Source: an optimization exercise on an open RTL-to-GDS flow (aim: small area and a short achievable clock period). Production flows keep margins and buffers that such runs may drop.
In this exercise RTL edits were held to simulation tests only and were not proved equivalent to the original.
Power is estimated from default activity; no workload was simulated.

## main
## data_mem_responder
module data_mem_responder #(
  parameter int DEPTH       = 128,
  parameter int WAIT_CYCLES = 2
) (
  input  logic        clk_i,
  input  logic        rst_i,
  input  logic        req_i,
  input  logic        we_i,
  input  logic [31:0] addr_i,
  input  logic [31:0] data_i,
  output logic        ack_o,
  output logic [31:0] data_o,
  output logic        err_o,
  output logic        busy_o
);
  localparam int NG = 32;    
  logic       busy_q, idle_q, st1_q, st2_q;   
  logic       accept;
  logic [1:0] rot_q;         
  logic        we_q, err_q, err_in;
  logic [31:0] wd_q;
  logic [4:0]  g_q, g_nx;    
  logic [1:0]  ph_q, ph_nx;  
  logic [NG-1:0][3:0][31:0] mem_d;
  logic [NG-1:0][3:0]       mem_v, mem_v_nx;
  logic            wlive_nx;
  logic [NG-1:0]   wr_q, wr_nx;
  logic [2*NG-1:0] rd_sel_q;
  logic [31:0]     rd_data, rd_tap, rd_tap_q;   
  assign accept = req_i & idle_q;
  assign busy_o = busy_q;
  assign err_in = (|addr_i[1:0]) | (|addr_i[31:9]);
  always_ff @(posedge clk_i or posedge rst_i) begin
    if (rst_i) begin
      busy_q <= 1'b0;
      idle_q <= 1'b1;
      st1_q  <= 1'b0;
      st2_q  <= 1'b0;
      ack_o  <= 1'b0;
      err_o  <= 1'b0;
      rot_q  <= '0;
    end else begin
      busy_q <= accept | st1_q | st2_q;
      idle_q <= ~(accept | st1_q | st2_q);
      st1_q  <= accept;
      st2_q  <= st1_q;
      ack_o  <= st2_q;
      err_o  <= st2_q & err_q;
      rot_q  <= rot_q + 2'd1;
    end
  end
  assign g_nx  = idle_q ? addr_i[8:4] : g_q;
  assign ph_nx = idle_q ? addr_i[3:2] + rot_q + 2'd1 : ph_q + 2'd1;
  always_ff @(posedge clk_i) begin
    g_q  <= g_nx;
    ph_q <= ph_nx;
    if (idle_q) begin
      we_q  <= we_i;
      err_q <= err_in;
      wd_q  <= data_i;
    end
  end
  assign wlive_nx = idle_q ? (accept & we_i & ~err_in) : (we_q & ~err_q);
  always_comb
    for (int g = 0; g < NG; g++) wr_nx[g] = wlive_nx & (ph_nx == 2'd3) & (g_nx == 5'(g));
  always_ff @(posedge clk_i or posedge rst_i) begin
    if (rst_i) wr_q <= '0;
    else       wr_q <= wr_nx;
  end
  for (genvar g = 0; g < NG; g++) begin : g_port
    logic        wrn;
    logic [31:0] port_d;
    assign wrn = ~wr_q[g];
  ...
Settings: LEC_CHECK=0, CAP_MARGIN=20, CORE_MARGIN=2, CORE_UTILIZATION=55, CTS_CLUSTER_DIAMETER=100, CTS_CLUSTER_SIZE=28, PLACE_DENSITY=0.7, SETUP_SLACK_MARGIN=3.6, SLEW_MARGIN=20, SYNTH_HIERARCHICAL=1, SYNTH_MINIMUM_KEEP_SIZE=0; clock period 6.0 ns.
standard.sh (not shown) runs the stock make flow with config.mk's settings and CLKGATE_MAP_FILE= SYNTH_SCRIPT=/design/flow/synth_recipe.tcl, a recipe that flattens the netlist after the stock synthesis.
==> flow/flow/run.sh <==
#!/bin/bash
# Layout: the standard ORFS flow (standard.sh), unchanged except for three placement
# options: the handshake pins are kept together as one group, timing-driven global
# placement weights its critical nets harder, and the port buffers start as plain buf_2
# cells (repair resizes them as usual).
set -uo pipefail
cd "$(dirname "${BASH_SOURCE[0]}")/.."
bash standard.sh \
  "IO_CONSTRAINTS=$PWD/flow/io.tcl" \
  "GLOBAL_PLACEMENT_ARGS=-timing_driven_net_weight_max 6 -timing_driven_nets_percentage 20" \
  "BUFFER_PORTS_ARGS=-buffer_cell sky130_fd_sc_hd__buf_2" \
  finish > flow_standard.log 2>&1
status=$?
tail -n 20 flow_standard.log
exit $status
==> flow/flow/io.tcl <==
# keep the handshake pins side by side, next to the control logic that drives them
set_io_pin_constraint -group -order -pin_names {req_i we_i busy_o ack_o err_o}
Setup changes, main to the feature branch
==> flow/run.sh (new file) <==
#!/bin/bash
# synth_recipe.tcl (not shown) runs the flow's synth.tcl, then flattens the netlist and writes it again
# the make line also repeats each setting of config.mk as NAME=value (left out here)
make -C /OpenROAD-flow-scripts/flow DESIGN_CONFIG=/design/flow/config.mk WORK_HOME=/design/flow/orfs CLKGATE_MAP_FILE= SYNTH_SCRIPT=/design/flow/synth_recipe.tcl finish
removed: flow/flow/run.sh
removed: flow/flow/io.tcl
removed: flow/standard.sh
Findings:
The feature branch completed; timing, DRC and antenna clean. Between the feature branch and main, the total power figures differ only marginally. In the tables for main and the feature branch, share of the cycle needed by the critical path after routing reads higher with the feature branch. On total number of nets in the final design, main and the feature branch are neck and neck.

-- re-timing with driven ports --
The flow's constraints put no driver on any port. The routed layouts listed below were extracted and timed again, unchanged, in two steps. Step 1, drivers: a clkbuf_16 drives clk_i and a buf_2 each remaining input, both assumed. Step 2, shift: input delay + t, output delay - t, t = (earliest + latest rising clock arrival at the registers) / 2. This alone moves slack from input paths to output paths. Three values: ideal, step 1, step 2; two values: the first two.
run | t (ns) | slack for setup (ns) | worst slew at a driven data input, ns | cell pins on the clock port's net
main | 0.957 | 3.346 / 3.263 / 3.023 | 0.17 | 1
the feature branch | 0.936 | 3.278 / 3.190 / 2.712 | 0.17 | 1
After both steps setup and hold are still met in every run listed. For the feature branch, which loses most, drivers alone change the setup slack by -0.088 ns; drivers and shift together by -0.566 ns.
